This design comes from an exercise in tuning for small area, a short achievable clock period and few clock cycles per item on the open sky130 flow, not from production work.
At most, simulation tests tie the RTL to the original design; equivalence was not proved.
For runs 5 and 6, only the layout was checked, not whether the RTL still works.
No activity file was given, so power comes from the tool's default toggle rates.

$ cat design/flow/config.mk
export PLATFORM = sky130hd
export DESIGN_NAME = audio_spike_detector
export DESIGN_NICKNAME = audio_spike_detector
export VERILOG_FILES = /design/flow/design.v
export SDC_FILE = /design/flow/constraint.sdc
export NUM_CORES = 4
export LEC_CHECK = 0
export ABC_AREA = 1
export CAP_MARGIN = 5
export CORE_MARGIN = 2
export CORE_UTILIZATION = 40
export SETUP_SLACK_MARGIN = 2.9
export SLEW_MARGIN = 5
$ cat design/flow/constraint.sdc
create_clock -name core_clock -period 6.5 [get_ports {clk_i}]
set_input_delay 1.3000 -clock core_clock [delete_from_list [all_inputs] [get_ports {clk_i}]]
set_output_delay 1.3000 -clock core_clock [all_outputs]
set_load 0.01 [all_outputs]
$ cat design/flow/design.v
`default_nettype none
package asd_pkg;
  localparam int SampleBits  = 12;
  localparam int ElapsedBits = 8;
  localparam int TimerBits   = 16;
  localparam int SumBits     = 19;
  localparam int CountBits   = 7;
  localparam int FracBits    = 10;
  localparam int CfgIdxBits  = 2;
  localparam int CfgDataBits = 16;
  localparam int InDataBits  = ((SampleBits + ElapsedBits + 7) / 8) * 8;
  localparam int OutDataBits = ((SampleBits + 7) / 8) * 8;
  localparam int ProdBits    = SampleBits + FracBits;
  localparam int ThrBits     = ProdBits - 8 + 1;
  localparam int JobBits     = 1 + 1 + SumBits + CountBits;
  localparam int QDepth      = 2;
  localparam int QPtrBits    = $clog2(QDepth);
  localparam int QCntBits    = $clog2(QDepth + 1);
  localparam int DivSteps    = SumBits;
  localparam int DivCntBits  = $clog2(DivSteps);
  localparam logic [SampleBits-1:0]  AvgReset      = SampleBits'(2048);
  localparam logic [TimerBits-1:0]   HoldoffReset  = TimerBits'(100);
  localparam logic [FracBits-1:0]    FracReset     = FracBits'(77);
  localparam logic [TimerBits-1:0]   LogPerReset   = TimerBits'(50);
  localparam logic [CountBits-1:0]   PerAvgReset   = CountBits'(20);
  typedef enum logic [CfgIdxBits-1:0] {
    CFG_HOLDOFF  = 2'd0,
    CFG_FRACTION = 2'd1,
    CFG_LOG_PER  = 2'd2,
    CFG_PER_AVG  = 2'd3
  } cfg_idx_e;
  typedef struct packed {
    logic                 spike;
    logic                 div;
    logic [SumBits-1:0]   sum;
    logic [CountBits-1:0] divisor;
  } job_t;
  typedef struct packed {
    logic                  upd;
    logic [SampleBits-1:0] level;
  } avg_t;
  typedef struct packed {
    logic push;
    logic pending;
  } front_stat_t;
endpackage
`default_nettype wire
`default_nettype none
module audio_spike_detector
(
  input  wire logic        clk_i,
  input  wire logic        rst_ni,
  input  wire logic        cfg_we_i,
  input  wire logic [1:0]  cfg_idx_i,
  input  wire logic [15:0] cfg_data_i,
  input  wire logic        s_axis_tvalid,
  output logic             s_axis_tready,
  input  wire logic [23:0] s_axis_tdata,
  output logic             m_axis_tvalid,
  input  wire logic        m_axis_tready,
  output logic [15:0]      m_axis_tdata,
  output logic             m_axis_tuser
);
  localparam int DivBits = 3;                
  localparam int DivCyc  = 12 / DivBits;     
  localparam int PhBits  = $clog2(DivCyc + 2);
  logic [15:0] hold_q, lper_q;
  logic [9:0]  frac_q;
  logic [6:0]  pavg_q;
  logic        v2_q;       
  logic        dv2_q;      
  logic [11:0] smp2_q;
  logic [7:0]  dt2_q;
  logic [15:0] htmr_q, ptmr_q;
  logic [11:0] peak_q;
  logic [18:0] sum_q;      
  logic [6:0]  cnt_q;      
  logic [11:0] avg_q;
  logic [22:0] prod_q;     
  logic [PhBits-1:0] ph_q;
  logic              mul_q;    
  logic              mreq_q;   
  logic [2:0] ov_q;
  logic [2:0] os_q;
  logic [2:0] ov_d, os_d;
  logic spkd_q;                
  logic pop, push, push_spk, s2_fire, acc_ok, acc, drained;
  logic run_last, div_last, adv;
  assign pop      = ov_q[0] && m_axis_tready;
  assign drained  = !ov_q[0] || (!ov_q[1] && m_axis_tready);
  assign run_last = (ph_q == PhBits'(DivCyc + 1));
  assign div_last = !mul_q && (ph_q == PhBits'(DivCyc));
  assign adv      = (ph_q != '0) && (!div_last || drained);
  assign s2_fire  = v2_q;
  assign acc_ok   = !mreq_q && (ph_q == '0 || run_last) && !ov_q[2] &&
                    !(ov_q[1] && v2_q && !dv2_q);
  assign s_axis_tready = acc_ok;
  assign acc      = s_axis_tvalid && acc_ok;
  logic [11:0] smp;
  logic [7:0]  dt;
  logic [16:0] p_left;
  logic        per_end, div_now, gt;
  logic [15:0] p_add;
  logic [8:0]  p_lo;
  logic [12:0] s_lo;
  logic [11:0] peak_new;
  logic [18:0] sum_a, sum_b, sum_new;
  logic [6:0]  cnt_inc;
  always_comb begin
    smp      = s_axis_tdata[11:0];
    dt       = s_axis_tdata[19:12];
    p_left   = {1'b0, lper_q} - {1'b0, ptmr_q};
    per_end  = p_left[16] || (p_left[15:8] == 8'd0 && dt >= p_left[7:0]);
    p_lo     = {1'b0, ptmr_q[7:0]} + {1'b0, dt};
    p_add    = {p_lo[8] ? ptmr_q[15:8] + 8'd1 : ptmr_q[15:8], p_lo[7:0]};
    gt       = (smp > peak_q);
    peak_new = gt ? smp : peak_q;
    sum_a    = sum_q + {7'b0, peak_q};
    s_lo     = {1'b0, sum_q[11:0]} + {1'b0, smp};
    sum_b    = {s_lo[12] ? sum_q[18:12] + 7'd1 : sum_q[18:12], s_lo[11:0]};
    sum_new  = gt ? sum_b : sum_a;
    cnt_inc  = cnt_q + 7'd1;
    div_now  = per_end && (cnt_inc >= pavg_q);
  end
  logic [16:0] h_left, h_add;
  logic [8:0]  h_lo;
  logic [15:0] h_sat;
  logic        hgt, spike;
  always_comb begin
    h_left = {1'b0, hold_q} - {1'b0, htmr_q};
    hgt    = (hold_q != 16'hFFFF) &&
             (h_left[16] || (h_left[15:8] == 8'd0 && dt2_q > h_left[7:0]));
    h_lo   = {1'b0, htmr_q[7:0]} + {1'b0, dt2_q};
    h_add  = {h_lo[8] ? {1'b0, htmr_q[15:8]} + 9'd1 : {1'b0, htmr_q[15:8]}, h_lo[7:0]};
    h_sat  = h_add[16] ? 16'hFFFF : h_add[15:0];
    spike  = hgt && ({3'b0, smp2_q} > prod_q[22:8]);
  end
  logic [6:0]         rem;
  logic [8:0]         t, d1, d2, d3;
  logic [9:0]         e1, e2, e3;
  logic               c1, c2, c3;
  logic [7:0]         t2;
  logic [8:0]         f1;
  logic [DivBits-1:0] qd;
  logic [18:0]        sum_div;
  always_comb begin
    d1  = {2'b0, cnt_q};
    d2  = {1'b0, cnt_q, 1'b0};
    d3  = d1 + d2;
    rem = sum_q[18:12];
    t   = {rem, sum_q[11:10]};
    e1  = {1'b0, t} - {1'b0, d1};
    e2  = {1'b0, t} - {1'b0, d2};
    e3  = {1'b0, t} - {1'b0, d3};
    c1  = !e1[9];
    c2  = !e2[9];
    c3  = !e3[9];
    qd[2:1] = {c2, c3 || (c1 && !c2)};
    rem = c3 ? e3[6:0] : c2 ? e2[6:0] : c1 ? e1[6:0] : t[6:0];
    t2  = {rem, sum_q[9]};
    f1  = {1'b0, t2} - {2'b0, cnt_q};
    qd[0] = !f1[8];
    rem = qd[0] ? f1[6:0] : t2[6:0];
    sum_div = {rem, sum_q[11-DivBits:0], qd};
  end
  logic [DivBits-1:0] hdig;
  logic [10:0]        mult;
  logic [PhBits-1:0]  didx;
  always_comb begin
    mult = 11'd256 + {1'b0, frac_q};
    didx = ph_q - PhBits'(2);
    hdig = '0;
    for (int k = 0; k < DivCyc; k++) begin
      if (didx == PhBits'(k)) hdig = avg_q[12 - DivBits*k - 1 -: DivBits];
    end
    if (!mul_q && !run_last) hdig = sum_q[DivBits-1:0];
  end
  always_ff @(posedge clk_i or negedge rst_ni) begin
    if (!rst_ni) begin
      hold_q <= 16'd100;
      frac_q <= 10'd77;
      lper_q <= 16'd50;
      pavg_q <= 7'd20;
    end else if (cfg_we_i) begin
      case (cfg_idx_i)
        2'd0: hold_q <= cfg_data_i;
        2'd1: frac_q <= cfg_data_i[9:0];
        2'd2: lper_q <= cfg_data_i;
        default: pavg_q <= cfg_data_i[6:0];
      endcase
    end
  end
  assign push     = (s2_fire && !dv2_q) || (adv && div_last);
  assign push_spk = div_last ? spkd_q : spike;
  always_comb begin
    ov_d = ov_q;
    os_d = os_q;
    if (pop) begin
      ov_d = {1'b0, ov_d[2:1]};
      os_d = {1'b0, os_d[2:1]};
    end
    if (push) begin
      if (!ov_d[0]) begin
        ov_d[0] = 1'b1;
        os_d[0] = push_spk;
      end else if (!ov_d[1]) begin
        ov_d[1] = 1'b1;
        os_d[1] = push_spk;
      end else begin
        ov_d[2] = 1'b1;
        os_d[2] = push_spk;
      end
    end
  end
  always_ff @(posedge clk_i or negedge rst_ni) begin
    if (!rst_ni) begin
      v2_q    <= 1'b0;
      dv2_q   <= 1'b0;
      htmr_q  <= '0;
      ptmr_q  <= '0;
      peak_q  <= '0;
      sum_q   <= '0;
      cnt_q   <= '0;
      avg_q   <= 12'd2048;
      ph_q    <= '0;
      mul_q   <= 1'b0;
      mreq_q  <= 1'b1;
      ov_q    <= '0;
    end else begin
      v2_q  <= acc;
      dv2_q <= acc && div_now;
      if (acc) begin
        ptmr_q <= per_end ? '0 : p_add;
        peak_q <= per_end ? '0 : peak_new;
        if (per_end) begin
          sum_q <= sum_new;
          cnt_q <= cnt_inc;
        end
      end else if (adv && div_last) begin
        sum_q <= '0;
        cnt_q <= '0;
        avg_q <= sum_div[11:0];
      end else if (adv && !mul_q && !run_last) begin
        sum_q <= sum_div;
      end
      if (s2_fire) htmr_q <= spike ? '0 : h_sat;
      if (acc && div_now) begin
        ph_q  <= PhBits'(1);
      end else if (ph_q == '0 && mreq_q) begin
        ph_q  <= PhBits'(1);
      end else if (run_last) begin
        ph_q  <= '0;
      end else if (adv) begin
        ph_q  <= ph_q + PhBits'(1);
      end
      if (ph_q == '0 && mreq_q) mul_q <= 1'b1;
      else if (run_last)        mul_q <= 1'b0;
      if (cfg_we_i && cfg_idx_i == 2'd1) mreq_q <= 1'b1;
      else if (ph_q == '0)               mreq_q <= 1'b0;
      ov_q <= ov_d;
    end
  end
  always_ff @(posedge clk_i) begin
    smp2_q <= smp;
    dt2_q  <= dt;
    if (s2_fire && dv2_q) spkd_q <= spike;
    os_q <= os_d;
    if (ph_q == PhBits'(1)) prod_q <= '0;
    if (adv && ph_q >= PhBits'(2)) prod_q <= (prod_q << DivBits) + 23'(hdig) * 23'(mult);
  end
  assign m_axis_tvalid = ov_q[0];
  assign m_axis_tuser  = os_q[0];
  assign m_axis_tdata  = {4'b0, avg_q};
endmodule
`default_nettype wire
$ cat design/flow/flow/run.sh
#!/bin/bash
# Standard layout, with the adders left to ABC instead of the platform's full/half adder cells,
# and the port buffers made from buf_2 cells.
set -euo pipefail
export BUFFER_PORTS_ARGS="-buffer_cell sky130_fd_sc_hd__buf_2"
bash standard.sh ADDER_MAP_FILE= "BUFFER_PORTS_ARGS=-buffer_cell sky130_fd_sc_hd__buf_2" finish > make_finish.log 2>&1
$ cat design/flow/standard.sh
#!/bin/bash
# synth_recipe.tcl (not shown) runs the flow's synth.tcl, then flattens the netlist and writes it again
# the make line also repeats each setting of config.mk as NAME=value (left out here)
make -C /OpenROAD-flow-scripts/flow DESIGN_CONFIG=/design/flow/config.mk WORK_HOME=/design/flow/orfs CLKGATE_MAP_FILE= SYNTH_SCRIPT=/design/flow/synth_recipe.tcl "${@:-finish}"
==> flow_summary.toml, run 1 <==
[status]
status = "timing/DRC/antenna clean"

[cells_and_area]
layout-drive-gt1-share = 0.0968
synthToLayoutAreaGrowth_pct = 10.3
fin_area_sq_mm = 0.0168
final_nets = 2597

[global_routing]
grt_pass1_vias = 14494
antenna_found_initial = 1
grt_pass1_wl_microns = 71800
grt_usage = 0.228
grt_overflow = 0
grt_max_degree = 90

[timing]
rsz0062_at_grt = "yes"
max_freq_ghz = 0.298
finalHoldViolations = 0
max-slew-margin-rel = 0.337
holdWs_ns = 0.486
tightest_slew_ns = 0.991
finalSetupViolCount = 0
period_needed_ns = 3.36
clock_skew_ns = 0.0230
fin_setup_tns_ns = 0
finalCritPeriodShare = 0.516
drv_slew = 0
fin_ws_ns = 3.14

[detailed_routing]
routed_wl_microns = 44100
first_pass_iters = 7
ant_nets = 0
wl_per_cell_microns = 14.3
vias_per_cell = 5.08
num_vias = 15633
route.detailed.drc = 0
initialDrtViolationCount = 1001

[floorplanning]
dieArea_sq_mm = 0.0397
die_x_microns = 199
initial_core_util = 0.406
io_pins = 66
die_h_microns = 199
core-area_sq_mm = 0.0376
row_count = 71

[synthesis]
ys_top_cells_by_area = "dfrtp_1 (21%), nand2_1 (18%), inv_1 (9.5%)"
synth_compound_area_frac = 0.153
synth_edf_count = 24
synth_fa_ha_area_frac = 0.00263
ys_seq_area_frac = 0.310
synth_area_sq_mm = 0.0153
yosys_warnings = 1
synth-simple-area-share = 0.376
synth-main-ff-cell = "dfrtp_1"
syn_avg_cell_area_sq_um = 6.10
synth_mux_area_frac = 0.00148
async_flop_share = 0.750
yosysUniqueCellTypes = 62
synth_top_family_by_area = "simple AND/OR/NAND/NOR gates"
synth_top_cell_area_share = 0.208
synth_top_cell_by_area = "dfrtp_1"
yosysMostFrequentCell = "nand2_1"
ys_ff_latch = 188
ys_top_cells_by_count = "nand2_1 (727), inv_1 (384), nor2_1 (342)"
synth_xor_area_frac = 0.0425
netlist_instances = 2501

[place]
place_area_sq_mm = 0.0160
hpwl_microns = 34000
place.gp.congestion = 0.905
dp_slack_ns = 2.13
io_buffers = 57

[clock_tree]
insertion_delay_ns = 0.47
cts_tree = "yes"
cts_buffers = 17
root_buffer = "clkbuf_16"
cts_max_level = 4
postCtsHoldBufs = 0
clockBufferDepth = 2
cts.sinks = 188
path_clk_slew_ns = 0.09

[pwr]
pwr-share-clk = 0.115
power_frac_seq = 0.223
vdd_drop_max_v = 0.000413
power.internal_uw = 4240
power.leakage_uw = 0.00895
p_per_area_mw_per_mm2 = 565
power.switching_uw = 5280
pwr-share-comb = 0.662
p_sw_frac = 0.555

[worst_setup_path]
endpoint_kind = "flop"
path_class = "flop to flop"
critPathRequiredTime_ns = 6.86
arrival_ns = 3.72
critPathLaunchType = "flop"
worstPathMaxFanout = 17

[run]
max_cap_violations = 0

[worst_hold_path]
hold_class = "flop to flop"
## worst max-delay path, stage by stage, from the launching register on
cell and delay [ns]:
dfrtp_2 0.53, inv_1 0.26, nor3_1 0.08, nor3_1 0.17, o21ai_0 0.21, inv_1 0.12
nand2_1 0.28, nand2_1 0.39, clkinvlp_4 0.33, nand2_1 0.20, a21boi_1 0.21, nand2_2 0.16
buf_4 0.18, nor2_1 0.08, a21oi_1 0.07
## timing repair
item,CTS,global route
endpoints found under the hold margin,0,0
buffers inserted,0,4
gates cloned,1,1
gates resized for setup,3,56
setup endpoints to repair,56,76
pin swaps,1,5
## metrics by stage
| stage | power, uW | utilization | std cells |
|---|---|---|---|
| after detailed placement | 8210 | 0.426 | 3036 |
| after global placement | 8110 | 0.426 | 3036 |
| after CTS | 9360 | 0.442 | 3069 |
| after global routing | 10600 | 0.448 | 3075 |
| final | 9510 | 0.448 | 3075 |
| after floorplan | 6820 | - | 2504 |
## sequential cells by signal, indices dropped and copies added, names as in the netlist, 3 cells and up
register  flops
avg_q        12
smp2_q       12
dt2_q         8
ov_q          3
frac_q       10
ptmr_q       16
sum_q        19
ph_q          3
pavg_q        7
htmr_q       16
cnt_q         7
os_q          3
lper_q       16
hold_q       16
peak_q       12
prod_q       23
## layer usage
layer | GRT usage | up-vias | part of all wire
met5 | 0 | - | 0
met4 | 0.0846 | 0 | 0.029
met3 | 0.0199 | 67 | 0.040
met2 | 0.375 | 320 | 0.45
met1 | 0.313 | 7167 | 0.48
li1 | - | 8079 | -
## worst paths after layout
check                             to  slack [ns]    from  cells after the start
min reg2reg                   mreq_q        0.49  mreq_q                      2
max                        sum_q[18]        3.14    v2_q                     14
min in group asynchronous  ptmr_q[6]        0.87  rst_ni                      1
max reg2reg                sum_q[18]        3.14    v2_q                     14
min                           mreq_q        0.49  mreq_q                      2
max in group asynchronous       v2_q        4.33  rst_ni                      2
## cells in the final DEF (no fill, tap or decap), types with 8 or more instances in the layout
cell,count
dfrtp_2,8
inv_2,21
inv_1,381
dfrtp_1,119
nand2_1,719
o22ai_1,34
buf_2,56
edfxtp_1,24
xor2_1,57
nor2_2,20
nand4_1,9
nand2_2,29
xnor2_1,17
nor3_1,27
nand3_2,12
a21oi_1,99
nor2_1,332
clkbuf_16,17
dfxtp_1,23
nand3_1,182
o21ai_0,177
o211ai_1,14
dfstp_2,14
or2_2,8
o21ai_1,17
a21oi_2,8
a31oi_1,14
## layout make-up
type | count | area, sq um
clock buffer | 17 | 425
multi-input combinational | 1871 | 8960
tap | 511 | 639
antenna | 1 | 2.50
clock inverter | 15 | 161
inverter | 408 | 1550
timing repair buffer | 64 | 344
fill | 3919 | 20800
sequential | 188 | 4740
## power groups by stage
stage | clock network (uW) | logic [uW] | registers, uW
6_report | 1090 | 6300 | 2120
5_1_grt | 1160 | 7230 | 2170
4_1_cts | 1120 | 6140 | 2110
3_5_place_dp | 0 | 6080 | 2130
3_3_place_gp | 0 | 5990 | 2120
2_1_floorplan | 0 | 4900 | 1920
## kinds of logic (layout without fill, tap and decap cells)
family | count (synthesis) | count (layout)
flops | 188 | 188
fa+ha+maj | 4 | 4
simple gates | 1372 | 1373
other cells | 1 | 5
compound gates | 413 | 414
mux | 2 | 2
buf+inv | 447 | 504
xor+xnor | 74 | 74
Testbench counts, summed over its fixed seeds: cycles 12,031, items 8,000.
==> inputs of run 2 (changes only) <==
--- a/design/flow/design.v
+++ b/design/flow/design.v
@@ -122,17 +122,15 @@
     cnt_inc  = cnt_q + 7'd1;
     div_now  = per_end && (cnt_inc >= pavg_q);
   end
-  logic [16:0] h_left, h_add;
+  logic [16:0] h_add;
   logic [8:0]  h_lo;
   logic [15:0] h_sat;
   logic        hgt, spike;
   always_comb begin
-    h_left = {1'b0, hold_q} - {1'b0, htmr_q};
-    hgt    = (hold_q != 16'hFFFF) &&
-             (h_left[16] || (h_left[15:8] == 8'd0 && dt2_q > h_left[7:0]));
     h_lo   = {1'b0, htmr_q[7:0]} + {1'b0, dt2_q};
     h_add  = {h_lo[8] ? {1'b0, htmr_q[15:8]} + 9'd1 : {1'b0, htmr_q[15:8]}, h_lo[7:0]};
     h_sat  = h_add[16] ? 16'hFFFF : h_add[15:0];
+    hgt    = (h_sat > hold_q);
     spike  = hgt && ({3'b0, smp2_q} > prod_q[22:8]);
   end
   logic [6:0]         rem;
--- a/design/flow/config.mk
+++ b/design/flow/config.mk
@@ -6,8 +6,8 @@
 export NUM_CORES = 4
 export LEC_CHECK = 0
 export ABC_AREA = 1
-export CAP_MARGIN = 5
+export CAP_MARGIN = 20
 export CORE_MARGIN = 2
 export CORE_UTILIZATION = 40
-export SETUP_SLACK_MARGIN = 2.9
-export SLEW_MARGIN = 5
+export SETUP_SLACK_MARGIN = 3.0
+export SLEW_MARGIN = 20
==> run 2 against run 1 <==
Effect of this change: synthesized cell count down 5.0%; global-route usage down 0.83 points; hold slack worse by 0.0062 ns; synthesized area down 2.3%; highest routed layer unchanged; combinational power down 4.9%.
==> flow_summary.toml, run 2 <==
[worst_setup_path]
r2r_end = "sum_q[15]"
max_stage_delay_ns = 0.38
critPathRequiredTime_ns = 6.84
path_common_cell = "nand2_1"
r2r_cells = 20
startpoint = "s_axis_tdata[12]"
critPathLaunchType = "input pin"
r2r-start = "sum_q[10]"
reg2reg_slack_ns = 3.28
path_cells = "buf_2 -> a21oi_1 -> nand2_1 -> nand2_1 -> o21ai_0 -> maj3_1 -> maj3_2 -> nand3_1 -> nand3_1 -> nand2_1 -> nand2_2 -> nand2_4 -> buf_4 -> nor2_1 -> or2_2"
endpoint = "ph_q[0]"
path_class = "input pin to flop"
worstPathMaxFanout = 6
arrival_ns = 3.69
cpMaxStageDelayCell = "maj3_1"
endpoint_kind = "flop"

[floorplanning]
die_h_microns = 197
initial_core_util = 0.407
die_x_microns = 197
dieArea_sq_mm = 0.0388
io_pins = 66
core-area_sq_mm = 0.0366
row_count = 70

[detailed_routing]
first_pass_iters = 6
met2_wirelength_microns = 18900
routed_wl_microns = 41900
num_vias = 14880
vias_per_cell = 5.09
wl_met3_microns = 1520
ant_nets = 0
highest_layer = "met4"
initialDrtViolationCount = 960
routedLengthMet1_microns = 20500
wl_per_cell_microns = 14.3
route.detailed.drc = 0

[synthesis]
synth_edf_count = 24
yosysMostFrequentCell = "nand2_1"
synth_top_cell_area_share = 0.213
netlist_instances = 2376
async_flop_share = 0.750
ys_top_cells_by_area = "dfrtp_1 (21%), nand2_1 (17%), inv_1 (8.7%)"
syn_avg_cell_area_sq_um = 6.27
synth-main-ff-cell = "dfrtp_1"
ys_ff_latch = 188
yosys_warnings = 1
ys_top_cells_by_count = "nand2_1 (686), inv_1 (344), nor2_1 (313)"
yosysUniqueCellTypes = 67
synth_top_cell_by_area = "dfrtp_1"
synth_area_sq_mm = 0.0149
ys_seq_area_frac = 0.317

[clock_tree]
cts_buffers = 17
insertion_delay_ns = 0.45
cts.sinks = 188
root_buffer = "clkbuf_16"
path_clk_slew_ns = 0.08
cts_max_level = 4
postCtsHoldBufs = 0
cts_tree = "yes"
clockBufferDepth = 2

[cells_and_area]
num_antenna_cells = 0
largest_register_ffs = 23
synthToLayoutAreaGrowth_pct = 11.5
reg.largest.list = "prod_q x23, sum_q x19"
regMostFlops = "prod_q"
layout-drive-gt1-share = 0.127
final_nets = 2489
final_cell_mix = "nand2_1 (674), inv_1 (339), nor2_1 (306), nand3_1 (163), o21ai_0 (160)"
final_common_cell = "nand2_1"

[status]
status = "timing/DRC/antenna clean"

[worst_hold_path]
hold_class = "flop to flop"

[place]
io_buffers = 57
hpwl_microns = 32200
place.gp.congestion = 0.901

[timing]
clock_skew_ns = 0.0167
max-slew-margin-rel = 0.285
fin_setup_tns_ns = 0
drv_slew = 0
tightest_slew_ns = 1.07
period_needed_ns = 3.35
max_freq_ghz = 0.298
holdWs_ns = 0.480
finalCritPeriodShare = 0.516
finalHoldViolations = 0
rsz0062_at_grt = "yes"
finalSetupViolCount = 0

[global_routing]
grt_pass1_wl_microns = 68400
grt_overflow = 0
grt_pass1_vias = 13804
grt_usage = 0.220
antenna_found_initial = 1
grt_max_degree = 92

[pwr]
p_per_area_mw_per_mm2 = 554
vdd_drop_max_v = 0.000260
power.leakage_uw = 0.00867

[run]
max_cap_violations = 0
run 2: cell types whose count changed in the layout (fill, tap and decap cells not counted), moves of 15 or more:
cell,previous run,this run
nand3_1,182,163
inv_1,381,339
nand2_1,719,674
xor2_1,57,41
nor2_1,332,306
buf_4,7,23
o21ai_0,177,160
nand2_2,29,44
run 2: cells by family (layout without fill, tap and decap cells):
family,after synthesis,in the layout,synth area share
AND/OR/NAND/NOR,1318,1319,0.382
buffers and inverters,410,485,0.109
AO/OA/AOI/OAI,394,394,0.153
adder cells (fa/ha/maj),3,3,0.00210
flip-flops,188,188,0.317
other,1,4,0.000252
XOR/XNOR,62,62,0.0370
run 2: cell type report:
cell class / count / area (sq um)
Clock buffer: 18 / 439
Clock inverter: 14 / 174
Fill cell: 3800 / 20000
Inverter: 371 / 1420
Multi-Input combinational cell: 1782 / 8740
Sequential cell: 188 / 4750
Tap cell: 468 / 586
Timing Repair Buffer: 82 / 499
run 2: through the flow:
step | power (uW) | util | std cells | setup WS (ns) | cell area [sq um]
2_1_floorplan | 6550 | - | 2379 | 3.07 | 14900
3_3_place_gp | 7760 | 0.426 | 2870 | 2.33 | 15600
3_5_place_dp | 7860 | 0.426 | 2870 | 2.27 | 15600
4_1_cts | 9020 | 0.444 | 2903 | 3.02 | 16300
5_1_grt | 10100 | 0.453 | 2923 | 2.99 | 16600
6_report | 9200 | 0.453 | 2923 | 3.15 | 16600
run 2: how the worst min path moves through the flow:
stage                     startpoint       to  slack (ns)  cells past startpoint
final                         mreq_q   mreq_q        0.48                      2
after global routing          mreq_q   mreq_q        0.50                      2
after CTS                     mreq_q   mreq_q        0.48                      2
after detailed placement      mreq_q   mreq_q        0.47                      2
after global placement        mreq_q   mreq_q        0.46                      2
after floorplan              os_q[2]  os_q[2]        0.45                      2
run 2: timing repair:
item	CTS	global route
setup endpoints to repair	58	81
resized for setup	10	65
gates cloned	0	1
pin swaps	0	9
buffers inserted	1	19
hold endpoints to repair	0	0
run 2: critical path, delay by kind of cell:
kind / cells / cell delay [ns]
AO/OA/AOI/OAI: 2 / 0.25
AND/OR/NAND/NOR: 9 / 1.13
buffers and inverters: 2 / 0.30
adder cells (fa/ha/maj): 2 / 0.71
run 2: routing by layer:
layer  vias up  GRT usage
met5         -          0
met4         0     0.0710
met3        52     0.0274
met2       265      0.359
met1      6835      0.303
li1       7728          -
run 2: power by group:
| group | total, uW | internal (uW) | leakage, uW | switching [uW] |
|---|---|---|---|---|
| Sequential | 2090 | 1630 | 0.00219 | 466 |
| Combinational | 5990 | 2020 | 0.00617 | 3970 |
| Clock | 1110 | 565 | 0.000301 | 546 |
Testbench counts of run 2, summed over its fixed seeds: cycles 12,031, items 8,000.
==> inputs of run 3 (changes only) <==
--- a/design/flow/config.mk
+++ b/design/flow/config.mk
@@ -9,5 +9,5 @@
 export CAP_MARGIN = 20
 export CORE_MARGIN = 2
 export CORE_UTILIZATION = 40
-export SETUP_SLACK_MARGIN = 3.0
+export SETUP_SLACK_MARGIN = 2.8
 export SLEW_MARGIN = 20
==> run 3 against run 2 <==
Effect of this change: sequential share of layout area grew 0.38 points; wire length down 0.58%; critical path depth shrank 1; core utilization fell by 0.72 points; clock power about the same; synthesized area unchanged; design area is 1.6% lower; sequential power about the same; global-route usage barely moved; synthesized cell count unchanged; die area did not move; clock skew is 0.00055 ns higher.
==> flow_summary.toml, run 3 <==
[synthesis]
synth_xor_area_frac = 0.0370
synth-main-ff-cell = "dfrtp_1"
synth-simple-area-share = 0.382
synth_fa_ha_area_frac = 0.00210
yosysMostFrequentCell = "nand2_1"
synth_compound_area_frac = 0.153
synth_edf_count = 24
synth_top_cell_by_area = "dfrtp_1"
synth_mux_area_frac = 0
ys_ff_latch = 188
yosys_warnings = 1
synth_top_cell_area_share = 0.213
ys_top_cells_by_area = "dfrtp_1 (21%), nand2_1 (17%), inv_1 (8.7%)"
synth_area_sq_mm = 0.0149
ys_top_cells_by_count = "nand2_1 (686), inv_1 (344), nor2_1 (313)"
yosysUniqueCellTypes = 67
ys_seq_area_frac = 0.317
syn_avg_cell_area_sq_um = 6.27
synth_top_family_by_area = "simple AND/OR/NAND/NOR gates"
netlist_instances = 2376
async_flop_share = 0.750

[detailed_routing]
routed_wl_microns = 41700
ant_nets = 0
route.detailed.drc = 0
vias_per_cell = 5.10
initialDrtViolationCount = 1023
num_vias = 14816
first_pass_iters = 5
wl_per_cell_microns = 14.3

[pwr]
vdd_drop_max_v = 0.000259
power.leakage_uw = 0.00857
p_per_area_mw_per_mm2 = 555

[worst_setup_path]
startpoint = "s_axis_tdata[12]"
critPathRequiredTime_ns = 6.87
reg2reg_slack_ns = 3.12
endpoint_kind = "flop"
worstPathMaxFanout = 9
cpMaxStageDelayCell = "maj3_1"
path_common_cell = "nand2_1"
max_stage_delay_ns = 0.38
critPathLaunchType = "input pin"
arrival_ns = 3.88
path_class = "input pin to flop"
endpoint = "peak_q[2]"
path_cells = "buf_2 -> a21oi_1 -> nand2_1 -> nand2_1 -> o21ai_0 -> maj3_1 -> maj3_2 -> nand3_1 -> nand3_1 -> nand2_1 -> nand2_1 -> inv_1 -> nand2_1 -> o22ai_1"
r2r_cells = 22
r2r_end = "peak_q[2]"
r2r-start = "lper_q[1]"

[floorplanning]
die_h_microns = 197
dieArea_sq_mm = 0.0388
core-area_sq_mm = 0.0366
die_x_microns = 197
io_pins = 66
initial_core_util = 0.407
row_count = 70

[timing]
tightest_slew_ns = 1.04
max_freq_ghz = 0.284
drv_slew = 0
fin_ws_ns = 2.98
holdWs_ns = 0.483
finalCritPeriodShare = 0.541
finalSetupViolCount = 0
clock_skew_ns = 0.0173
finalHoldViolations = 0
period_needed_ns = 3.52
max-slew-margin-rel = 0.306
rsz0062_at_grt = "no"
fin_setup_tns_ns = 0

[global_routing]
use_met2 = 0.358
grt_usage = 0.220
grt_pass1_wl_microns = 68400
grt_overflow = 0
grt_busiest_layer = "met2"
grt_use_met3 = 0.0274
grt_max_degree = 92
antenna_found_initial = 1
grtUsageMet1 = 0.304
grt_pass1_vias = 13781

[clock_tree]
insertion_delay_ns = 0.45
path_clk_slew_ns = 0.08
postCtsHoldBufs = 0
clockBufferDepth = 2
cts_max_level = 4
cts.sinks = 188
cts_buffers = 17
root_buffer = "clkbuf_16"
cts_tree = "yes"

[place]
place.gp.congestion = 0.901
io_buffers = 57
dp_slack_ns = 2.27
place_area_sq_mm = 0.0156
hpwl_microns = 32200

[cells_and_area]
layout-drive-gt1-share = 0.110
largest_register_ffs = 23
regMostFlops = "prod_q"
synthToLayoutAreaGrowth_pct = 9.70
fin_area_sq_mm = 0.0163
reg.largest.list = "prod_q x23, sum_q x19"
num_antenna_cells = 0
final_core_util = 0.446
final_common_cell = "nand2_1"
final_cell_mix = "nand2_1 (679), inv_1 (342), nor2_1 (312), nand3_1 (165), o21ai_0 (162)"
final_nets = 2472

[worst_hold_path]
hold_class = "flop to flop"

[status]
status = "timing/DRC/antenna clean"

[run]
max_cap_violations = 0
run 3: worst min path at each step:
stage                  from  slack (ns)      end  depth (start not counted)
global placement     mreq_q        0.46   mreq_q                          2
floorplan           os_q[2]        0.45  os_q[2]                          2
detailed placement   mreq_q        0.47   mreq_q                          2
global route         mreq_q        0.50   mreq_q                          2
finish               mreq_q        0.48   mreq_q                          2
CTS                  mreq_q        0.48   mreq_q                          2
run 3: critical path, delay by kind of cell:
kind,cells,cell delay (ns)
buffers and inverters,2,0.44
AOI/OAI and AO/OA,3,0.50
and+or+nand+nor,7,0.92
adders and majority gates,2,0.71
run 3: through the flow:
| stage | instances | power [uW] |
|---|---|---|
| 2_1_floorplan | 2379 | 6550 |
| 3_5_place_dp | 2870 | 7860 |
| 3_3_place_gp | 2870 | 7760 |
| 4_1_cts | 2902 | 9010 |
| 5_1_grt | 2906 | 10000 |
| 6_report | 2906 | 9070 |
run 3: cell type report:
| class | instances | area [sq um] |
|---|---|---|
| clock buffers | 18 | 439 |
| clock inverters | 14 | 174 |
| fillers | 3808 | 20300 |
| inverters | 371 | 1410 |
| multi-input cells | 1781 | 8630 |
| flip-flops and latches | 188 | 4730 |
| well taps | 468 | 586 |
| repair buffers | 66 | 363 |
run 3: cells by family after synthesis:
logic type | after synthesis
buffers and inverters | 410
XOR/XNOR | 62
AND/OR/NAND/NOR | 1318
AO/OA/AOI/OAI | 394
adder cells (fa/ha/maj) | 3
other | 1
flip-flops | 188
run 3: timing repair:
item,CTS,global route
buffers inserted,0,4
resized for setup,3,27
pin swaps,0,0
endpoints found under the setup margin,53,61
hold endpoints to repair,0,0
run 3: report_power, final:
| group | internal (uW) | leakage [uW] | switching [uW] |
|---|---|---|---|
| clock | 565 | 0.000301 | 548 |
| sequential | 1620 | 0.00220 | 464 |
| combinational | 1950 | 0.00606 | 3920 |
run 3: metal layers:
metal | part of all wire | wire [microns] | vias up
met5 | 0 | 0 | -
li1 | - | - | 7698
met2 | 0.45 | 18800 | 275
met4 | 0.025 | 1050 | 0
met1 | 0.48 | 20200 | 6794
met3 | 0.039 | 1610 | 49
==> inputs of run 4 (changes only) <==
--- a/design/flow/config.mk
+++ b/design/flow/config.mk
@@ -9,5 +9,5 @@
 export CAP_MARGIN = 20
 export CORE_MARGIN = 2
 export CORE_UTILIZATION = 40
-export SETUP_SLACK_MARGIN = 2.8
+export SETUP_SLACK_MARGIN = 2.9
 export SLEW_MARGIN = 20
==> run 4 against run 3 <==
Effect of this change: still clean; first-iteration DRC count down 4.1%; critical endpoint unchanged; combinational power about the same; synthesized cell count unchanged.
==> flow_summary.toml, run 4 <==
[detailed_routing]
initialDrtViolationCount = 981
route.detailed.drc = 0
first_pass_iters = 5
ant_nets = 0
vias_per_cell = 5.11
wl_per_cell_microns = 14.4
routed_wl_microns = 41800
num_vias = 14870

[synthesis]
syn_avg_cell_area_sq_um = 6.27
ys_ff_latch = 188
async_flop_share = 0.750
yosysMostFrequentCell = "nand2_1"
synth_mux_area_frac = 0
ys_seq_area_frac = 0.317
synth-main-ff-cell = "dfrtp_1"
synth_area_sq_mm = 0.0149
synth_top_cell_by_area = "dfrtp_1"
synth_top_family_by_area = "simple AND/OR/NAND/NOR gates"
synth_top_cell_area_share = 0.213
ys_top_cells_by_area = "dfrtp_1 (21%), nand2_1 (17%), inv_1 (8.7%)"
yosysUniqueCellTypes = 67
synth_edf_count = 24
synth-simple-area-share = 0.382
netlist_instances = 2376
synth_compound_area_frac = 0.153
yosys_warnings = 1
synth_xor_area_frac = 0.0370
ys_top_cells_by_count = "nand2_1 (686), inv_1 (344), nor2_1 (313)"
synth_fa_ha_area_frac = 0.00210

[floorplanning]
row_count = 70
core-area_sq_mm = 0.0366
die_h_microns = 197
die_x_microns = 197
initial_core_util = 0.407
io_pins = 66
dieArea_sq_mm = 0.0388

[global_routing]
grt_pass1_wl_microns = 68400
antenna_found_initial = 1
grt_usage = 0.220
grt_overflow = 0
grt_pass1_vias = 13791
grt_max_degree = 92

[status]
status = "timing/DRC/antenna clean"

[worst_setup_path]
path_cells = "buf_2 -> a21oi_1 -> nand2_1 -> nand2_1 -> o21ai_0 -> maj3_1 -> maj3_2 -> nand3_1 -> nand3_1 -> nand2_1 -> nand2_1 -> inv_1 -> nand2_2 -> o22ai_1"
arrival_ns = 3.79
critPathRequiredTime_ns = 6.87
path_common_cell = "nand2_1"
worstPathMaxFanout = 9
cpMaxStageDelayCell = "maj3_1"
max_stage_delay_ns = 0.38
r2r_cells = 21
endpoint_kind = "flop"
critPathLaunchType = "input pin"
path_class = "input pin to flop"

[cells_and_area]
fin_area_sq_mm = 0.0164
regMostFlops = "prod_q"
num_antenna_cells = 0
final_nets = 2476
reg.largest.list = "prod_q x23, sum_q x19"
largest_register_ffs = 23
synthToLayoutAreaGrowth_pct = 10.3
final_cell_mix = "nand2_1 (678), inv_1 (341), nor2_1 (311), nand3_1 (165), o21ai_0 (161)"
fillerInstances = 3795
final_common_cell = "nand2_1"
layout-drive-gt1-share = 0.114

[pwr]
power.leakage_uw = 0.00861
p_per_area_mw_per_mm2 = 554
vdd_drop_max_v = 0.000259

[timing]
max_freq_ghz = 0.292
drv_slew = 0
fin_setup_tns_ns = 0
period_needed_ns = 3.42
finalSetupViolCount = 0
max-slew-margin-rel = 0.320
holdWs_ns = 0.480
tightest_slew_ns = 1.02
clock_skew_ns = 0.0171
finalCritPeriodShare = 0.526
finalHoldViolations = 0
rsz0062_at_grt = "no"

[clock_tree]
path_clk_slew_ns = 0.08
clockBufferDepth = 2
cts_max_level = 4
cts_buffers = 17
cts.sinks = 188
root_buffer = "clkbuf_16"
insertion_delay_ns = 0.45
cts_tree = "yes"

[worst_hold_path]
hold_class = "flop to flop"
hold_depth = 2

[place]
io_buffers = 57
place.gp.congestion = 0.901
place_area_sq_mm = 0.0156
hpwl_microns = 32200

[run]
max_cap_violations = 0
==> run 4: cell counts after synthesis <==
No cell type changed its count.
==> run 4: worst paths after layout <==
kind	startpoint	to	slack, ns
worst max-delay path	s_axis_tdata[12]	peak_q[2]	3.08
worst min-delay path	mreq_q	mreq_q	0.48
worst max register to register	sum_q[11]	sum_q[15]	3.17
worst min register to register	mreq_q	mreq_q	0.48
max in group asynchronous	rst_ni	v2_q	4.24
min in group asynchronous	rst_ni	ptmr_q[9]	0.94
==> run 4: metrics by stage <==
stage,instances,setup WS (ns),total power [uW],util
after floorplan,2379,3.07,6550,-
after global placement,2870,2.33,7760,0.426
after detailed placement,2870,2.27,7860,0.426
after CTS,2902,2.90,9010,0.444
after global routing,2910,2.90,10000,0.449
final,2910,3.08,9110,0.449
==> run 4: kinds of logic after synthesis <==
logic type,Yosys count
simple gates,1318
buf+inv,410
compound gates,394
flops,188
xor+xnor,62
fa+ha+maj,3
other cells,1
==> run 4: layer usage <==
layer | global-route usage | vias up | share of wire
met5 | 0 | - | 0
met2 | 0.359 | 277 | 0.45
li1 | - | 7702 | -
met3 | 0.0274 | 53 | 0.039
met1 | 0.304 | 6838 | 0.48
met4 | 0.0710 | 0 | 0.026
==> run 4: what timing repair did <==
action	4_1_cts	5_1_grt
pin swaps	0	2
setup buffers	0	8
resized for setup	5	41
hold buffers	0	0
cloned	0	0
endpoints found under the setup margin	55	81
==> run 4: worst max-delay path, delay by kind of cell <==
family	cells	cell delay (ns)
and+or+nand+nor	7	0.84
AOI/OAI and AO/OA	3	0.46
adders and majority gates	2	0.71
buffers and inverters	2	0.46
==> run 4: final cells by class <==
type                            instances  area [sq um]  share of cell area
Timing Repair Buffer                   70           405              0.0247
Clock inverter                         14           174              0.0106
Inverter                              371          1420              0.0863
Sequential cell                       188          4740               0.288
Multi-Input combinational cell       1781          8670               0.528
Tap cell                              468           586              0.0356
Clock buffer                           18           439              0.0267
==> run 4: power by group <==
| group | switching [uW] | internal [uW] |
|---|---|---|
| Sequential | 467 | 1620 |
| Clock | 551 | 565 |
| Combinational | 3930 | 1970 |
==> inputs of run 5 (changes only) <==
--- a/design/flow/design.v
+++ b/design/flow/design.v
@@ -98,9 +98,8 @@
   assign acc      = s_axis_tvalid && acc_ok;
   logic [11:0] smp;
   logic [7:0]  dt;
-  logic [16:0] p_left;
   logic        per_end, div_now, gt;
-  logic [15:0] p_add;
+  logic [16:0] p_add;
   logic [8:0]  p_lo;
   logic [12:0] s_lo;
   logic [11:0] peak_new;
@@ -109,10 +108,9 @@
   always_comb begin
     smp      = s_axis_tdata[11:0];
     dt       = s_axis_tdata[19:12];
-    p_left   = {1'b0, lper_q} - {1'b0, ptmr_q};
-    per_end  = p_left[16] || (p_left[15:8] == 8'd0 && dt >= p_left[7:0]);
     p_lo     = {1'b0, ptmr_q[7:0]} + {1'b0, dt};
-    p_add    = {p_lo[8] ? ptmr_q[15:8] + 8'd1 : ptmr_q[15:8], p_lo[7:0]};
+    p_add    = {p_lo[8] ? {1'b0, ptmr_q[15:8]} + 9'd1 : {1'b0, ptmr_q[15:8]}, p_lo[7:0]};
+    per_end  = (p_add >= {1'b0, lper_q});
     gt       = (smp > peak_q);
     peak_new = gt ? smp : peak_q;
     sum_a    = sum_q + {7'b0, peak_q};
@@ -228,7 +226,7 @@
       v2_q  <= acc;
       dv2_q <= acc && div_now;
       if (acc) begin
-        ptmr_q <= per_end ? '0 : p_add;
+        ptmr_q <= per_end ? '0 : p_add[15:0];
         peak_q <= per_end ? '0 : peak_new;
         if (per_end) begin
           sum_q <= sum_new;
==> run 5 against run 4 <==
Effect of this change: combinational power up about 10%; critical endpoint is now sum_q[0]; wire length is 1.8% higher; register-to-register slack got worse by 0.03 ns; highest routed layer unchanged; die area decreased by 3.0%; core utilization increased by 1.4 points; maximum frequency decreased by 5.0%; global-route usage is 0.19 points higher; clock power decreased by 4%; still clean on timing, DRC and antenna.
==> flow_summary.toml, run 5 <==
[status]
status = "timing/DRC/antenna clean"

[timing]
max-slew-margin-rel = 0.341
finalCritPeriodShare = 0.554
drv_slew = 0
finalHoldViolations = 0
fin_setup_tns_ns = 0
finalSetupViolCount = 0
clock_skew_ns = 0.0111
tightest_slew_ns = 0.988
rsz0062_at_grt = "yes"
max_freq_ghz = 0.278
period_needed_ns = 3.60

[cells_and_area]
synthToLayoutAreaGrowth_pct = 14.1
regMostFlops = "prod_q"
final_cell_mix = "nand2_1 (733), inv_1 (293), nor2_1 (225), nand3_1 (195), o21ai_0 (150)"
num_antenna_cells = 0
layout-drive-gt1-share = 0.136
final_nets = 2433
final_common_cell = "nand2_1"
reg.largest.list = "prod_q x23, sum_q x19"
fillerInstances = 3711
stdcell_count = 2860
largest_register_ffs = 23
final_core_util = 0.463

[floorplanning]
io_pins = 66
initial_core_util = 0.406
core-area_sq_mm = 0.0356
die_x_microns = 194
dieArea_sq_mm = 0.0376
die_h_microns = 194
row_count = 69

[global_routing]
grt_pass1_vias = 13569
grt_overflow = 0
grt_usage = 0.222
antenna_found_initial = 0
grt_pass1_wl_microns = 68200
grt_max_degree = 87

[synthesis]
synth_area_sq_mm = 0.0144
synth_edf_count = 24
ys_top_cells_by_count = "nand2_1 (759), inv_1 (300), nor2_1 (239)"
synth-main-ff-cell = "dfrtp_1"
ys_seq_area_frac = 0.327
synth_top_cell_area_share = 0.220
synth_top_cell_by_area = "dfrtp_1"
yosysUniqueCellTypes = 59
yosysMostFrequentCell = "nand2_1"
yosys_warnings = 1
syn_avg_cell_area_sq_um = 6.25
ys_ff_latch = 188
netlist_instances = 2310
async_flop_share = 0.750
ys_top_cells_by_area = "dfrtp_1 (22%), nand2_1 (20%), inv_1 (7.8%)"

[worst_setup_path]
r2r_cells = 21
critPathLaunchType = "input pin"
r2r-start = "sum_q[15]"
worstPathMaxFanout = 8
reg2reg_slack_ns = 3.14
endpoint_kind = "flop"
critPathRequiredTime_ns = 6.84
r2r_end = "sum_q[16]"
arrival_ns = 3.94
path_class = "input pin to flop"

[detailed_routing]
first_pass_iters = 5
ant_nets = 0
initialDrtViolationCount = 978
vias_per_cell = 5.15
route.detailed.drc = 0
wl_per_cell_microns = 14.9
routed_wl_microns = 42500
num_vias = 14742

[place]
placedCellCount = 2790
hpwl_microns = 31600
io_buffers = 57
place.gp.congestion = 0.933

[pwr]
p_sw_frac = 0.552
p_per_area_mw_per_mm2 = 587
power.total_uw = 9670
power.internal_uw = 4340
pwr-share-clk = 0.111
power.switching_uw = 5340
pwr-share-comb = 0.672
power_frac_seq = 0.217
vdd_drop_max_v = 0.000574
power.leakage_uw = 0.00868

[clock_tree]
cts_max_level = 4
cts_tree = "yes"
path_clk_slew_ns = 0.08
cts_buffers = 17
insertion_delay_ns = 0.45
root_buffer = "clkbuf_16"
postCtsHoldBufs = 0
clockBufferDepth = 2
cts.sinks = 188

[run]
max_cap_violations = 0

[worst_hold_path]
hold_class = "flop to flop"
min-delay-start = "mreq_q"
min_to = "mreq_q"
hold_depth = 2
## run 5: cell families after synthesis
| logic type | count (synthesis) | synth area share |
|---|---|---|
| DFF | 188 | 0.327 |
| other | 1 | 0.000260 |
| xor gates and xnor gates | 58 | 0.0357 |
| and+or+nand+nor | 1334 | 0.393 |
| adders and majority gates | 2 | 0.00139 |
| AOI/OAI and AO/OA | 360 | 0.142 |
| buffers and inverters | 367 | 0.100 |
## run 5: critical path: stages
cell	delay [ns]
buf_8	0.10
nand2_4	0.06
inv_2	0.04
nor2_2	0.13
nand2_2	0.07
nand2_2	0.10
nand2_2	0.06
nand2_2	0.09
nand2_2	0.08
nand2_4	0.09
nand3_4	0.17
nand2_4	0.16
o21ai_1	0.09
nand2_1	0.10
nand2_1	0.05
nand2_1	0.07
nor2_2	0.05
nand2_1	0.07
nand2_2	0.07
a21oi_4	0.22
nand4_4	0.24
nand2_8	0.23
clkinv_8	0.11
nor2_4	0.12
a21oi_2	0.04
## run 5: worst max-delay path by stage
stage | startpoint | slack, ns | end
2_1_floorplan | s_axis_tdata[13] | 2.96 | sum_q[7]
4_1_cts | s_axis_tdata[13] | 2.90 | sum_q[13]
5_1_grt | s_axis_tdata[13] | 2.75 | sum_q[0]
6_report | s_axis_tdata[13] | 2.90 | sum_q[0]
3_5_place_dp | s_axis_tdata[13] | 1.77 | peak_q[11]
3_3_place_gp | s_axis_tdata[19] | 1.85 | peak_q[11]
## run 5: cell type report
class	count	area, sq um	area share
Inverter	323	1250	0.0757
Multi-Input combinational cell	1760	8670	0.526
Timing Repair inverter	2	17.5	0.00106
Tap cell	461	577	0.0350
Clock inverter	15	160	0.00972
Sequential cell	188	4740	0.288
Clock buffer	17	425	0.0258
Timing Repair Buffer	94	632	0.0384
## run 5: repair_timing
item                                    CTS  global route
hold endpoints to repair                  0             0
endpoints found under the setup margin   58            90
cloned                                    0             4
buffers inserted                          8            24
pin swaps                                 3            38
resized for setup                        23           122
## run 5: through the flow
step	hold WS, ns	setup WS [ns]	cell area (sq um)
after floorplan	0.447	2.96	14500
after global placement	0.465	1.85	15100
after detailed placement	0.473	1.77	15100
after CTS	0.491	2.90	15800
after global routing	0.510	2.75	16500
final	0.486	2.90	16500
## run 5: routing by layer
layer	global-route usage	vias up	part of all wire
met5	0	-	0
met4	0.0665	0	0.026
met3	0.0270	68	0.044
met2	0.362	379	0.45
met1	0.308	6709	0.48
li1	-	7586	-
## run 5: power groups by stage
| stage | registers, uW | logic [uW] | clock network, uW |
|---|---|---|---|
| 2_1_floorplan | 1910 | 4700 | 0 |
| 3_3_place_gp | 2090 | 5800 | 0 |
| 3_5_place_dp | 2100 | 5880 | 0 |
| 4_1_cts | 2080 | 6000 | 1100 |
| 5_1_grt | 2160 | 7370 | 1150 |
| 6_report | 2100 | 6500 | 1080 |
==> inputs of run 6 (changes only) <==
--- a/design/flow/design.v
+++ b/design/flow/design.v
@@ -98,25 +98,25 @@
   assign acc      = s_axis_tvalid && acc_ok;
   logic [11:0] smp;
   logic [7:0]  dt;
+  logic [16:0] p_left;
   logic        per_end, div_now, gt;
-  logic [16:0] p_add;
+  logic [15:0] p_add;
   logic [8:0]  p_lo;
   logic [12:0] s_lo;
   logic [11:0] peak_new;
-  logic [18:0] sum_a, sum_b, sum_new;
+  logic [18:0] sum_new;
   logic [6:0]  cnt_inc;
   always_comb begin
     smp      = s_axis_tdata[11:0];
     dt       = s_axis_tdata[19:12];
+    p_left   = {1'b0, lper_q} - {1'b0, ptmr_q};
+    per_end  = p_left[16] || (p_left[15:8] == 8'd0 && dt >= p_left[7:0]);
     p_lo     = {1'b0, ptmr_q[7:0]} + {1'b0, dt};
-    p_add    = {p_lo[8] ? {1'b0, ptmr_q[15:8]} + 9'd1 : {1'b0, ptmr_q[15:8]}, p_lo[7:0]};
-    per_end  = (p_add >= {1'b0, lper_q});
+    p_add    = {p_lo[8] ? ptmr_q[15:8] + 8'd1 : ptmr_q[15:8], p_lo[7:0]};
     gt       = (smp > peak_q);
     peak_new = gt ? smp : peak_q;
-    sum_a    = sum_q + {7'b0, peak_q};
-    s_lo     = {1'b0, sum_q[11:0]} + {1'b0, smp};
-    sum_b    = {s_lo[12] ? sum_q[18:12] + 7'd1 : sum_q[18:12], s_lo[11:0]};
-    sum_new  = gt ? sum_b : sum_a;
+    s_lo     = {1'b0, sum_q[11:0]} + {1'b0, peak_new};
+    sum_new  = {s_lo[12] ? sum_q[18:12] + 7'd1 : sum_q[18:12], s_lo[11:0]};
     cnt_inc  = cnt_q + 7'd1;
     div_now  = per_end && (cnt_inc >= pavg_q);
   end
@@ -226,7 +226,7 @@
       v2_q  <= acc;
       dv2_q <= acc && div_now;
       if (acc) begin
-        ptmr_q <= per_end ? '0 : p_add[15:0];
+        ptmr_q <= per_end ? '0 : p_add;
         peak_q <= per_end ? '0 : peak_new;
         if (per_end) begin
           sum_q <= sum_new;
==> run 6 against run 5 <==
Effect of this change: clock-buffer cell count rose by 6; largest cell class unchanged; clock power barely moved; sequential power barely moved; largest power group unchanged; worst setup slack improved by 0.054 ns; maximum frequency rose by 1.5%.
==> flow_summary.toml, run 6 <==
[detailed_routing]
num_vias = 14916
initialDrtViolationCount = 1017
vias_per_cell = 5.11
ant_nets = 0
first_pass_iters = 6
wl_per_cell_microns = 14.6
routed_wl_microns = 42700
route.detailed.drc = 0

[cells_and_area]
reg.largest.list = "prod_q x23, sum_q x19"
largest_register_ffs = 23
final_nets = 2484
layout-drive-gt1-share = 0.138
stdcell_count = 2920
final_common_cell = "nand2_1"
synthToLayoutAreaGrowth_pct = 13.0
regMostFlops = "prod_q"
fillerInstances = 3821
final_cell_mix = "nand2_1 (735), inv_1 (321), nor2_1 (229), nand3_1 (198), o21ai_0 (158)"
fin_area_sq_mm = 0.0167

[floorplanning]
die_x_microns = 196
io_pins = 66
dieArea_sq_mm = 0.0384
core-area_sq_mm = 0.0364
initial_core_util = 0.404
die_h_microns = 196
row_count = 70

[clock_tree]
root_buffer = "clkbuf_16"
clockBufferDepth = 2
cts_tree = "yes"
path_clk_slew_ns = 0.07
cts_buffers = 17
cts_max_level = 4
postCtsHoldBufs = 0
cts.sinks = 188
insertion_delay_ns = 0.45

[worst_setup_path]
arrival_ns = 3.87
critPathLaunchType = "input pin"
path_class = "input pin to flop"
endpoint_kind = "flop"
critPathRequiredTime_ns = 6.83
worstPathMaxFanout = 8

[global_routing]
grt_overflow = 0
grt_pass1_vias = 13713
grt_pass1_wl_microns = 68500
grt_usage = 0.222
antenna_found_initial = 1
grt_max_degree = 85

[synthesis]
yosys_warnings = 1
ys_seq_area_frac = 0.321
synth-main-ff-cell = "dfrtp_1"
ys_ff_latch = 188
synth_top_cell_by_area = "dfrtp_1"
synth_top_cell_area_share = 0.216
synth_edf_count = 24
async_flop_share = 0.750
netlist_instances = 2368
ys_top_cells_by_count = "nand2_1 (773), inv_1 (326), nor2_1 (246)"
yosysMostFrequentCell = "nand2_1"
syn_avg_cell_area_sq_um = 6.22
synth_area_sq_mm = 0.0147
ys_top_cells_by_area = "dfrtp_1 (22%), nand2_1 (20%), inv_1 (8.3%)"
yosysUniqueCellTypes = 57

[timing]
period_needed_ns = 3.55
finalHoldViolations = 0
tightest_slew_ns = 1.05
max_freq_ghz = 0.282
rsz0062_at_grt = "yes"
fin_ws_ns = 2.95
drv_slew = 0
finalCritPeriodShare = 0.546
max-slew-margin-rel = 0.301
clock_skew_ns = 0.0157
fin_setup_tns_ns = 0
finalSetupViolCount = 0

[run]
max_cap_violations = 0

[worst_hold_path]
hold_class = "flop to flop"

[place]
place.gp.congestion = 0.888
place_area_sq_mm = 0.0154
dp_slack_ns = 1.95
io_buffers = 57
hpwl_microns = 32300
placedCellCount = 2858

[pwr]
p_per_area_mw_per_mm2 = 582
power.switching_uw = 5310
power.total_uw = 9690
pwr-share-clk = 0.109
power.internal_uw = 4380
power_frac_seq = 0.215
p_sw_frac = 0.548
power.leakage_uw = 0.00880
pwr-share-comb = 0.676
vdd_drop_max_v = 0.000303

[status]
status = "timing/DRC/antenna clean"
## run 6: changes by cell type after synthesis, sizes merged, moves of 6 or more
cell,previous run,this run
inv,322,346
nand2,785,812
nand3,211,220
nor2,251,267
nor3,26,33
o221ai,7,1
o22ai,25,32
or2,19,11
## run 6: repair_timing
item / CTS / global route
gates cloned: 3 / 2
endpoints found under the setup margin: 37 / 64
buffers inserted: 6 / 17
pin swaps: 6 / 29
resized for setup: 29 / 108
## run 6: per-layer routing
layer  global-route usage  vias to the layer above  routed length, microns
li1                     -                     7712                       -
met1                0.300                     6868                   20200
met2                0.372                      282                   19900
met4               0.0682                        0                     959
met5                    0                        -                       0
met3               0.0261                       54                    1610
## run 6: critical path, cell delays in order
cell	delay [ns]
buf_4	0.14
nor2_1	0.19
nor3_4	0.08
buf_4	0.14
o211ai_1	0.22
nand4_2	0.33
nand2_8	0.20
nand2_1	0.08
o21ai_0	0.11
nand2_1	0.15
nand2_2	0.13
nor2_2	0.06
nand2_1	0.06
nand2_1	0.06
nand2_1	0.06
nand4_1	0.15
nand2_4	0.20
inv_6	0.07
nor2_4	0.10
a21oi_2	0.04
## run 6: layout make-up
type / instances / area [sq um] / share of cell area
Clock inverter: 9 / 73.8 / 0.00443
Tap cell: 468 / 586 / 0.0352
Sequential cell: 188 / 4730 / 0.284
Antenna cell: 2 / 5.00 / 0.000301
Clock buffer: 23 / 500 / 0.0301
Multi-Input combinational cell: 1797 / 8890 / 0.534
Inverter: 348 / 1320 / 0.0795
Timing Repair Buffer: 85 / 541 / 0.0325
## run 6: metrics by stage
step           hold WS [ns]   util
5_1_grt               0.505  0.457
2_1_floorplan         0.447      -
4_1_cts               0.475  0.444
3_3_place_gp          0.460  0.423
6_report              0.474  0.457
3_5_place_dp          0.464  0.423
## run 6: path summary, 6_finish.rpt
| check | startpoint | to | slack [ns] | cells past startpoint |
|---|---|---|---|---|
| worst max-delay path | s_axis_tdata[10] | sum_q[13] | 2.95 | 20 |
| worst min-delay path | os_q[2] | os_q[2] | 0.47 | 2 |
| worst max register to register | cnt_q[4] | sum_q[13] | 3.22 | 20 |
| worst min register to register | os_q[2] | os_q[2] | 0.47 | 2 |
| max in group asynchronous | rst_ni | ph_q[0] | 4.27 | 2 |
| min in group asynchronous | rst_ni | ptmr_q[10] | 0.87 | 1 |
## run 6: power groups by stage
stage	combinational (uW)	clock [uW]	sequential, uW
2_1_floorplan	4940	0	1890
3_3_place_gp	6030	0	2070
3_5_place_dp	6110	0	2080
4_1_cts	6250	1090	2060
5_1_grt	7460	1120	2130
6_report	6550	1060	2080
## run 6: cell families (layout without fill, tap and decap cells)
group | after synthesis | after routing | synth area share
simple gates | 1379 | 1383 | 0.405
buf+inv | 391 | 465 | 0.106
compound gates | 353 | 354 | 0.134
flops | 188 | 188 | 0.321
xor+xnor | 56 | 56 | 0.0333
other cells | 1 | 6 | 0.000255
==> inputs of run 7 (changes only) <==
--- a/design/flow/design.v
+++ b/design/flow/design.v
@@ -104,7 +104,7 @@
   logic [8:0]  p_lo;
   logic [12:0] s_lo;
   logic [11:0] peak_new;
-  logic [18:0] sum_new;
+  logic [18:0] sum_a, sum_b, sum_new;
   logic [6:0]  cnt_inc;
   always_comb begin
     smp      = s_axis_tdata[11:0];
@@ -115,8 +115,10 @@
     p_add    = {p_lo[8] ? ptmr_q[15:8] + 8'd1 : ptmr_q[15:8], p_lo[7:0]};
     gt       = (smp > peak_q);
     peak_new = gt ? smp : peak_q;
-    s_lo     = {1'b0, sum_q[11:0]} + {1'b0, peak_new};
-    sum_new  = {s_lo[12] ? sum_q[18:12] + 7'd1 : sum_q[18:12], s_lo[11:0]};
+    sum_a    = sum_q + {7'b0, peak_q};
+    s_lo     = {1'b0, sum_q[11:0]} + {1'b0, smp};
+    sum_b    = {s_lo[12] ? sum_q[18:12] + 7'd1 : sum_q[18:12], s_lo[11:0]};
+    sum_new  = gt ? sum_b : sum_a;
     cnt_inc  = cnt_q + 7'd1;
     div_now  = per_end && (cnt_inc >= pavg_q);
   end
==> design/flow/flow/run.sh (replaced) <==
#!/bin/bash
# Standard layout, with the adders left to ABC instead of the platform's full/half adder cells,
# the port buffers made from buf_2 cells, and ABC's area script replaced by
# flow/abc_area.script (two dc2 passes, then area mapping under a delay target).
set -euo pipefail
work=$(pwd)
mkdir -p "$work/scripts"
for f in "$FLOW_HOME"/scripts/*; do ln -sf "$f" "$work/scripts/"; done
rm -f "$work/scripts/abc_area.script"
cp "$work/flow/abc_area.script" "$work/scripts/abc_area.script"
export BUFFER_PORTS_ARGS="-buffer_cell sky130_fd_sc_hd__buf_2"
bash standard.sh ADDER_MAP_FILE= SCRIPTS_DIR="$work/scripts" "BUFFER_PORTS_ARGS=-buffer_cell sky130_fd_sc_hd__buf_2" finish > make_finish.log 2>&1
==> design/flow/flow/abc_area.script (new file) <==
strash
dc2
dc2
dch
map -D 2600
topo
stime -c
buffer -c
upsize -D 2600
dnsize -D 2600
==> run 7 against run 6 <==
Effect of this change: largest power group unchanged; global-route usage increased by 1.3 points; largest cell class unchanged; via count decreased by 11%; register-to-register slack got worse by 0.74 ns.
==> flow_summary.toml, run 7 <==
[status]
status = "timing/DRC/antenna clean"

[worst_setup_path]
r2r_cells = 27
worstPathMaxFanout = 5
endpoint = "prod_q[19]"
r2r-start = "ph_q[0]"
cpMaxStageDelayCell = "dfrtp_2"
path_common_cell = "nand3_2"
arrival_ns = 4.23
critPathLaunchType = "flop"
critPathRequiredTime_ns = 6.70
cp_top_family = "simple AND/OR/NAND/NOR gates"
path_depth = 27
path_class = "flop to flop"
cp_num_buf_inv = 3
startpoint = "ph_q[0]"
endpoint_kind = "flop"
reg2reg_slack_ns = 2.48
r2r_end = "prod_q[19]"
max_stage_delay_ns = 0.46

[run]
max_cap_violations = 0

[floorplanning]
dieArea_sq_mm = 0.0334
initial_core_util = 0.406
core-area_sq_mm = 0.0315
die_x_microns = 183
row_count = 65
die_h_microns = 183
io_pins = 66

[detailed_routing]
routed_wl_microns = 40800
first_pass_iters = 5
num_vias = 13299
initialDrtViolationCount = 1078
wl_per_cell_microns = 16.8
vias_per_cell = 5.47
ant_nets = 0
route.detailed.drc = 0

[synthesis]
synth-main-ff-cell = "dfrtp_1"
ys_ff_latch = 188
async_flop_share = 0.750
synth_top_cell_by_area = "dfrtp_1"
yosys_warnings = 1
yosysMostFrequentCell = "nand2_1"
synth_edf_count = 24
ys_top_cells_by_area = "dfrtp_1 (25%), nand2_1 (10%), nor2_1 (6.8%)"
synth_top_cell_area_share = 0.249
netlist_instances = 1759
yosysUniqueCellTypes = 76
ys_seq_area_frac = 0.370
synth_area_sq_mm = 0.0128
ys_top_cells_by_count = "nand2_1 (340), nor2_1 (233), inv_1 (230)"
syn_avg_cell_area_sq_um = 7.27

[pwr]
power.leakage_uw = 0.00797
p_per_area_mw_per_mm2 = 576
vdd_drop_max_v = 0.000286
power.total_uw = 9910

[place]
place.gp.congestion = 0.905
hpwl_microns = 26100
io_buffers = 57

[cells_and_area]
final_nets = 2062
synthToLayoutAreaGrowth_pct = 34.7
num_antenna_cells = 0
final_cell_mix = "nand2_1 (292), inv_1 (212), nor2_1 (209), buf_4 (171), dfrtp_1 (115)"
largest_register_ffs = 23
regMostFlops = "prod_q"
reg.largest.list = "prod_q x23, sum_q x19"
layout-drive-gt1-share = 0.331
final_common_cell = "nand2_1"

[clock_tree]
cts_max_level = 4
cts.sinks = 188
path_clk_slew_ns = 0.07
cts_tree = "yes"
root_buffer = "clkbuf_16"
cts_buffers = 17
postCtsHoldBufs = 0
insertion_delay_ns = 0.45
clockBufferDepth = 2

[timing]
rsz0062_at_grt = "yes"
max-slew-margin-rel = 0.353
finalCritPeriodShare = 0.619
finalSetupViolCount = 0
period_needed_ns = 4.02
max_freq_ghz = 0.248
fin_setup_tns_ns = 0
tightest_slew_ns = 0.968
clock_skew_ns = 0.0111
drv_slew = 0
finalHoldViolations = 0

[global_routing]
grt_usage = 0.235
grt_max_degree = 86
grt_pass1_wl_microns = 62800
grt_overflow = 0
antenna_found_initial = 0
grt_pass1_vias = 12613

[worst_hold_path]
hold_class = "flop to flop"
[run 7: changes by cell type in the layout (fill, tap and decap cells not counted), sizes merged, moves of 25 or more]
cell and delta:
inv -110, buf +189, nor2 -31, o21ai -28
nand2 -465, nand3 -145, a21oi +25
[run 7: area by class of cell]
| type | count | area, sq um |
|---|---|---|
| fill | 2781 | 14300 |
| multi-input combinational | 1294 | 8280 |
| sequential | 188 | 4740 |
| timing repair buffer | 274 | 2170 |
| inverter | 240 | 937 |
| tap | 402 | 503 |
| clock buffer | 18 | 429 |
| clock inverter | 14 | 148 |
[run 7: logic make-up (layout without fill, tap and decap cells)]
| family | after synthesis | after routing | synth area share |
|---|---|---|---|
| other | 1 | 4 | 0.000293 |
| XOR/XNOR | 84 | 84 | 0.0581 |
| multiplexers | 4 | 4 | 0.00352 |
| AND/OR/NAND/NOR | 743 | 750 | 0.256 |
| adder cells (fa/ha/maj) | 9 | 9 | 0.00734 |
| flip-flops | 188 | 188 | 0.370 |
| buffers and inverters | 289 | 546 | 0.0914 |
| AO/OA/AOI/OAI | 441 | 443 | 0.213 |
[run 7: where the power goes]
group | switching, uW | internal, uW | total [uW] | leakage, uW
Clock | 520 | 544 | 1060 | 0.000274
Sequential | 388 | 1660 | 2050 | 0.00210
Combinational | 3860 | 2940 | 6800 | 0.00559
[run 7: worst min-delay path: stages, from the launching register on]
cell	delay, ns
dfxtp_1	0.32
nand3_1	0.07
o21ai_1	0.05
[run 7: through the flow]
step | hold WS [ns] | cell area (sq um) | util | instances | setup slack, ns
finish | 0.483 | 17200 | 0.547 | 2430 | 2.48
global route | 0.518 | 17200 | 0.547 | 2430 | 2.21
CTS | 0.506 | 16100 | 0.510 | 2367 | 2.40
detailed placement | 0.489 | 13400 | 0.427 | 2179 | 1.32
global placement | 0.471 | 13400 | 0.427 | 2179 | 1.34
floorplan | 0.447 | 12900 | - | 1762 | 2.55
[run 7: how the worst min path moves through the flow]
stage	slack, ns	from	to	depth (start not counted)
floorplan	0.45	pavg_q[0]	pavg_q[0]	2
global placement	0.47	os_q[2]	os_q[2]	2
detailed placement	0.49	os_q[2]	os_q[2]	2
CTS	0.51	os_q[2]	os_q[2]	2
global route	0.52	os_q[2]	os_q[2]	2
finish	0.48	os_q[2]	os_q[2]	2
[run 7: per-layer routing]
| metal | GRT usage | wire length (microns) | vias to the layer above |
|---|---|---|---|
| li1 | - | - | 6418 |
| met1 | 0.297 | 17700 | 6392 |
| met2 | 0.398 | 19800 | 390 |
| met3 | 0.0373 | 1790 | 99 |
| met4 | 0.106 | 1510 | 0 |
| met5 | 0 | 0 | - |
[run 7: timing repair]
item | in CTS | in global routing
endpoints found under the setup margin | 92 | 95
gates cloned | 9 | 1
buffers inserted | 147 | 62
resized for setup | 218 | 173
pin swaps | 106 | 116
Testbench counts of run 7, summed over its fixed seeds: cycles 12,031, items 8,000.

[re-timing with driven ports]
How much do the figures lean on ideal ports? The routed layouts below were timed once more, with nothing changed but the port constraints.
Step 1 assumes that a clkbuf_16 drives the clock port and a buf_2 every other input.
Step 2, shift: input delay + t, output delay - t, t = (earliest + latest rising clock arrival at the registers) / 2. This alone moves slack from input paths to output paths.
Three values: ideal, step 1, step 2; two values: the first two.
run | t (ns) | setup slack, ns | worst data-port slew with drivers (ns)
run 1 | 0.512 | 3.144 / 3.144 / 2.713 | 0.06
run 2 | 0.499 | 3.147 / 3.180 / 2.681 | 0.06
run 3 | 0.498 | 2.984 / 3.016 / 2.517 | 0.07
run 4 | 0.497 | 3.078 / 3.109 / 2.611 | 0.06
run 5 | 0.497 | 2.897 / 2.897 / 2.400 | 0.07
run 6 | 0.498 | 2.952 / 2.985 / 2.487 | 0.08
run 7 | 0.497 | 2.475 / 2.475 / 2.082 | 0.06
After both steps every run listed still meets setup and hold. For run 5, which loses most, drivers alone change the setup slack by 0.000 ns; drivers and shift together by -0.497 ns.
